Context: an optimization exercise on an open-source flow, tuned for a short achievable clock period and few clock cycles. The choices shown serve that exercise and are no tape-out recipe.
Function was checked by simulation only, so behaviour that the tests miss may differ from the original.
Power and IR drop assume default switching activity.

== S ==
==> module fetchStage, before the edit <==
module fetchStage (
    input  wire logic                           clk,
    input  wire logic                           rstN,
    input  wire logic                           redirectE,
    input  wire logic [corePkg::dataWidth-1:0]  targetE,
    input  wire logic                           redirectD,
    input  wire logic                           stall,
    input  wire logic [corePkg::dataWidth-1:0]  targetD,
    input  wire logic                           dirWrite,
    input  wire logic                           dirTaken,
    input  wire logic [11:2]                    dirPc,
    output logic      [corePkg::dataWidth-1:0]  fetchAddr,
    input  wire logic [31:0]                    fetchInstr,
    output logic                                dValid,
    output logic      [31:0]                    dInstr,
    output logic      [corePkg::numRegs-1:0]    dRsSel,
    output logic      [corePkg::dataWidth-1:0]  dPc,
    output logic                                dPredTaken,
    output logic      [corePkg::dataWidth-1:2]  dTarget
);
    localparam int W  = corePkg::dataWidth;
    localparam int N  = corePkg::btbEntries;
    localparam int IW = corePkg::btbIdxWidth;
    localparam int TW = corePkg::btbTagWidth;
    logic [W-1:0]   pc, pcInv, pcOut, pcNext;
    logic [11:2]    pcLook;
    logic [W-1:2]   pcPlus4, targetJ, targetB, target;
    logic [N-1:0]   dirValid, dirBit, match;
    logic [N-1:0][TW-1:0] dirTag;
    logic [IW-1:0]  wrIdx;
    logic           lookTaken, lookNotTaken;
    logic [5:0]     opcode;
    logic           isJ, isBr, predTaken;
    assign fetchAddr = pcOut;   
    assign pc        = ~pcInv;
    assign pcPlus4   = pc[W-1:2] + (W-2)'(1);
    always_comb begin
        for (int e = 0; e < N; e++) begin
            match[e] = dirValid[e] && pcLook[IW+1:2] == IW'(e)
                       && dirTag[e] == pcLook[IW+TW+1:IW+2];
        end
    end
    assign lookTaken    = |(match & dirBit);
    assign lookNotTaken = |(match & ~dirBit);
    assign opcode = fetchInstr[31:26];
    assign isJ    = opcode == isaPkg::opJ;
    assign isBr   = opcode == isaPkg::opBeqz || opcode == isaPkg::opBltz;
    logic [16:0] brLow;
    logic [13:0] jLow;
    logic [13:0] jMid0, jMid1;
    logic [W-1:18] pcHi, pcHiInc, pcHiDec;
    logic [W-1:28] pcTop, pcTopInc, pcTopDec;
    logic          jCarry;
    assign pcHi     = pc[W-1:18];
    assign pcHiInc  = pcHi + 1'b1;
    assign pcHiDec  = pcHi - 1'b1;
    assign pcTop    = pc[W-1:28];
    assign pcTopInc = pcTop + 1'b1;
    assign pcTopDec = pcTop - 1'b1;
    prefixAdder #(.W(17)) i_addB (
        .a   ({1'b0, pc[17:2]}),
        .b   ({1'b0, fetchInstr[15:0]}),
        .cin (1'b0),
        .sum (brLow)
    );
    always_comb begin
        case ({fetchInstr[15], brLow[16]})
            2'b01:   targetB[W-1:18] = pcHiInc;
            2'b10:   targetB[W-1:18] = pcHiDec;
            default: targetB[W-1:18] = pcHi;
        endcase
        targetB[17:2] = brLow[15:0];
    end
    prefixAdder #(.W(14)) i_addJLow (
        .a   ({1'b0, pc[14:2]}),
        .b   ({1'b0, fetchInstr[12:0]}),
        .cin (1'b0),
        .sum (jLow)
    );
    assign jCarry = jLow[13];
    prefixAdder #(.W(14)) i_addJMid0 (
        .a   ({1'b0, pc[27:15]}),
        .b   ({1'b0, fetchInstr[25:13]}),
        .cin (1'b0),
        .sum (jMid0)
    );
    prefixAdder #(.W(14)) i_addJMid1 (
        .a   ({1'b0, pc[27:15]}),
        .b   ({1'b0, fetchInstr[25:13]}),
        .cin (1'b1),
        .sum (jMid1)
    );
    always_comb begin
        logic [13:0] mid;
        mid = jCarry ? jMid1 : jMid0;
        case ({fetchInstr[25], mid[13]})
            2'b01:   targetJ[W-1:28] = pcTopInc;
            2'b10:   targetJ[W-1:28] = pcTopDec;
            default: targetJ[W-1:28] = pcTop;
        endcase
        targetJ[27:15] = mid[12:0];
        targetJ[14:2]  = jLow[12:0];
    end
    assign predTaken = isJ || (isBr && (lookTaken || (!lookNotTaken && fetchInstr[15])));
    assign target    = ({(W-2){isJ}} & targetJ) | ({(W-2){!isJ}} & targetB);
    logic          early, useJ, useB;
    logic [W-1:0]  pcOther;
    assign early   = redirectE || redirectD || stall;
    assign useJ    = !early && isJ;
    assign useB    = !early && isBr && predTaken;
    always_comb begin
        if (redirectE)      pcOther = targetE;
        else if (redirectD) pcOther = targetD;
        else if (stall)     pcOther = pc;
        else                pcOther = {pcPlus4, 2'b00};
    end
    assign pcNext = {({(W-2){useJ}} & targetJ) | ({(W-2){useB}} & targetB)
                     | ({(W-2){!useJ && !useB}} & pcOther[W-1:2]), 2'b00};
    always_ff @(posedge clk or negedge rstN) begin
        if (!rstN) begin
            pcOut  <= '0;
            pcInv  <= '1;
            dValid <= 1'b0;
        end else begin
            pcOut  <= pcNext;
            pcInv  <= ~pcNext;
            if (redirectE || redirectD) dValid <= 1'b0;   
            else if (!stall)            dValid <= 1'b1;
        end
    end
    always_ff @(posedge clk) begin
        pcLook <= pcNext[11:2];
    end
    always_ff @(posedge clk) begin
        if (!stall) begin
            dInstr <= fetchInstr;
            for (int i = 0; i < corePkg::numRegs; i++) dRsSel[i] <= fetchInstr[20:16] == 5'(i);
        end
        dPc        <= pc;
        dPredTaken <= predTaken;
        dTarget    <= target;
    end
    assign wrIdx = dirPc[IW+1:2];
    always_ff @(posedge clk or negedge rstN) begin
        if (!rstN) begin
            dirValid <= '0;
        end else if (dirWrite) begin
            dirValid[wrIdx] <= 1'b1;
        end
    end
    always_ff @(posedge clk) begin
        for (int e = 0; e < N; e++) begin
            if (dirWrite && wrIdx == IW'(e)) begin
                dirTag[e] <= dirPc[IW+TW+1:IW+2];
                dirBit[e] <= dirTaken;
            end
        end
    end
endmodule
export LEC_CHECK = 0
export ABC_CLOCK_PERIOD_IN_PS = 2500
export CAP_MARGIN = 60
export CORE_MARGIN = 2
export CORE_UTILIZATION = 45
export SLEW_MARGIN = 60
create_clock -name core_clock -period 10.0 [get_ports {clk}]
standard.sh (not shown) runs the stock make flow with config.mk's settings and CLKGATE_MAP_FILE= SYNTH_SCRIPT=/design/flow/synth_recipe.tcl, a recipe that flattens the netlist after the stock synthesis.
==> flow/flow/run.sh <==
#!/bin/bash
# Layout flow: the standard ORFS flow (standard.sh: the same scripts and
# synthesis script), with these changes to how the layout is made:
#  - slow cells (high transistor stacks, adder cells, delay cells) are added
#    to the platform's don't-use list, so mapping and repair use faster
#    gates; flip-flop choices are unaffected;
#  - after synthesis, buf_1 is also kept out, so timing repair does not
#    build long chains of the weakest buffer.
# Each step's full output goes to its own log here (synth.log, layout.log);
# ORFS's per-step logs stay in orfs/logs.
set -o pipefail
BASE="sky130_fd_sc_hd__probe_p_8 sky130_fd_sc_hd__probec_p_8 sky130_fd_sc_hd__lpflow_bleeder_1 sky130_fd_sc_hd__lpflow_clkbufkapwr_1 sky130_fd_sc_hd__lpflow_clkbufkapwr_16 sky130_fd_sc_hd__lpflow_clkbufkapwr_2 sky130_fd_sc_hd__lpflow_clkbufkapwr_4 sky130_fd_sc_hd__lpflow_clkbufkapwr_8 sky130_fd_sc_hd__lpflow_clkinvkapwr_1 sky130_fd_sc_hd__lpflow_clkinvkapwr_16 sky130_fd_sc_hd__lpflow_clkinvkapwr_2 sky130_fd_sc_hd__lpflow_clkinvkapwr_4 sky130_fd_sc_hd__lpflow_clkinvkapwr_8 sky130_fd_sc_hd__lpflow_decapkapwr_12 sky130_fd_sc_hd__lpflow_decapkapwr_3 sky130_fd_sc_hd__lpflow_decapkapwr_4 sky130_fd_sc_hd__lpflow_decapkapwr_6 sky130_fd_sc_hd__lpflow_decapkapwr_8 sky130_fd_sc_hd__lpflow_inputiso0n_1 sky130_fd_sc_hd__lpflow_inputiso0p_1 sky130_fd_sc_hd__lpflow_inputiso1n_1 sky130_fd_sc_hd__lpflow_inputiso1p_1 sky130_fd_sc_hd__lpflow_inputisolatch_1 sky130_fd_sc_hd__lpflow_isobufsrc_1 sky130_fd_sc_hd__lpflow_isobufsrc_16 sky130_fd_sc_hd__lpflow_isobufsrc_2 sky130_fd_sc_hd__lpflow_isobufsrc_4 sky130_fd_sc_hd__lpflow_isobufsrc_8 sky130_fd_sc_hd__lpflow_isobufsrckapwr_16 sky130_fd_sc_hd__lpflow_lsbuf_lh_hl_isowell_tap_1 sky130_fd_sc_hd__lpflow_lsbuf_lh_hl_isowell_tap_2 sky130_fd_sc_hd__lpflow_lsbuf_lh_hl_isowell_tap_4 sky130_fd_sc_hd__lpflow_lsbuf_lh_isowell_4 sky130_fd_sc_hd__lpflow_lsbuf_lh_isowell_tap_1 sky130_fd_sc_hd__lpflow_lsbuf_lh_isowell_tap_2 sky130_fd_sc_hd__lpflow_lsbuf_lh_isowell_tap_4"
SLOW="sky130_fd_sc_hd__nor4_* sky130_fd_sc_hd__nor4b_* sky130_fd_sc_hd__nor4bb_* sky130_fd_sc_hd__or4_* sky130_fd_sc_hd__or4b_* sky130_fd_sc_hd__or4bb_* sky130_fd_sc_hd__o41a_* sky130_fd_sc_hd__o41ai_* sky130_fd_sc_hd__a2111o_* sky130_fd_sc_hd__a2111oi_* sky130_fd_sc_hd__xor3_* sky130_fd_sc_hd__xnor3_* sky130_fd_sc_hd__o32a_* sky130_fd_sc_hd__o32ai_* sky130_fd_sc_hd__o311a_* sky130_fd_sc_hd__o311ai_* sky130_fd_sc_hd__o2111a_* sky130_fd_sc_hd__o2111ai_* sky130_fd_sc_hd__dlygate* sky130_fd_sc_hd__dlymetal* sky130_fd_sc_hd__clkdlybuf* sky130_fd_sc_hd__fa_* sky130_fd_sc_hd__ha_* sky130_fd_sc_hd__nor3_* sky130_fd_sc_hd__or3_* sky130_fd_sc_hd__a222oi_* sky130_fd_sc_hd__nor3b_* sky130_fd_sc_hd__or3b_* sky130_fd_sc_hd__a311o_* sky130_fd_sc_hd__a311oi_* sky130_fd_sc_hd__o221ai_* sky130_fd_sc_hd__o221a_* sky130_fd_sc_hd__maj3_* sky130_fd_sc_hd__a21o_* sky130_fd_sc_hd__a211o_* sky130_fd_sc_hd__a221o_* sky130_fd_sc_hd__a22o_* sky130_fd_sc_hd__a2bb2o_* sky130_fd_sc_hd__a31o_* sky130_fd_sc_hd__a32o_* sky130_fd_sc_hd__a41o_* sky130_fd_sc_hd__o21a_* sky130_fd_sc_hd__o211a_* sky130_fd_sc_hd__o21ba_* sky130_fd_sc_hd__o22a_* sky130_fd_sc_hd__o2bb2a_* sky130_fd_sc_hd__o31a_* sky130_fd_sc_hd__and4_* sky130_fd_sc_hd__and4b_* sky130_fd_sc_hd__and4bb_* sky130_fd_sc_hd__a41oi_*"
bash standard.sh SETUP_SLACK_MARGIN=6.3  "DONT_USE_CELLS=$BASE $SLOW" synth > synth.log 2>&1 || exit 1
bash standard.sh SETUP_SLACK_MARGIN=6.3  "DONT_USE_CELLS=$BASE $SLOW sky130_fd_sc_hd__buf_1" finish > layout.log 2>&1
Testbench counts of S, summed over its fixed seeds: cycles 61,491.
### S -> R
-- flow/design.v --
<<< S, line 154
        .sum (jMid1)
    );
    always_comb begin
        logic [13:0] mid;
        mid = jCarry ? jMid1 : jMid0;
        case ({fetchInstr[25], mid[13]})
            2'b01:   targetJ[W-1:28] = pcTopInc;
            2'b10:   targetJ[W-1:28] = pcTopDec;
            default: targetJ[W-1:28] = pcTop;
        endcase
        targetJ[27:15] = mid[12:0];
        targetJ[14:2]  = jLow[12:0];
    end
    assign predTaken = isJ || (isBr && (lookTaken || (!lookNotTaken && fetchInstr[15])));
>>> R, line 154
        .sum (jMid1)
    );
    logic [W-1:28] topIf0, topIf1;
    always_comb begin
        case ({fetchInstr[25], jMid0[13]})
            2'b01:   topIf0 = pcTopInc;
            2'b10:   topIf0 = pcTopDec;
            default: topIf0 = pcTop;
        endcase
        case ({fetchInstr[25], jMid1[13]})
            2'b01:   topIf1 = pcTopInc;
            2'b10:   topIf1 = pcTopDec;
            default: topIf1 = pcTop;
        endcase
        targetJ[W-1:15] = jCarry ? {topIf1, jMid1[12:0]} : {topIf0, jMid0[12:0]};
        targetJ[14:2]   = jLow[12:0];
    end
    assign predTaken = isJ || (isBr && (lookTaken || (!lookNotTaken && fetchInstr[15])));
### Flow results
- R vs. S: final wirelength went down 3.3%; critical path depth shows a reduction of 2.
- Taking S as the reference, in R fraction of area in clock buffers and inverters closely matched the old numbers, power density relative to cell area went up by 0.68%, combinational share of power essentially unchanged.
- The higher design area came out of S.
- R vs S — compound-cell area share of the yosys netlist dropped 0.18 points.
- Re count of clock-buffer cells in the layout: S was higher than R.
- Summary of the comparison: fmax is higher in R, relative to S.
- R ran to completion and came out clean on the timing, DRC and antenna checks.
- The final reports for R and S show via count lower in the former.
Testbench counts of R, summed over its fixed seeds: cycles 61,491.

==> what the ideal ports hide <==
The results above use ideal ports. As a check the final layouts listed here were re-extracted and re-timed, cells and wires unchanged. Step 1 assumes that a clkbuf_16 drives the clock port and a buf_2 every other input. Step 2 adds t to the input delays and takes it off the output delays; t is the mean of the earliest and latest rising clock arrival at the registers after step 1. Input paths then give back, and output paths get back, about the clock's delay inside the block. Slacks: ideal / step 1 / step 2; pairs: ideal / step 1.
run | shift t [ns] | slack for setup (ns) | latest minus earliest clock arrival (ns) | worst slew at a driven data input, ns
S | 1.092 | 5.919 / 5.919 / 4.992 | 0.126 / 0.126 | 0.15
R | 1.093 | 6.222 / 6.188 / 5.193 | 0.136 / 0.136 | 0.17
After both steps every run listed still meets setup and hold. The setup slack of R, which loses most, moves by -0.034 ns with the drivers and by -1.029 ns with both steps.
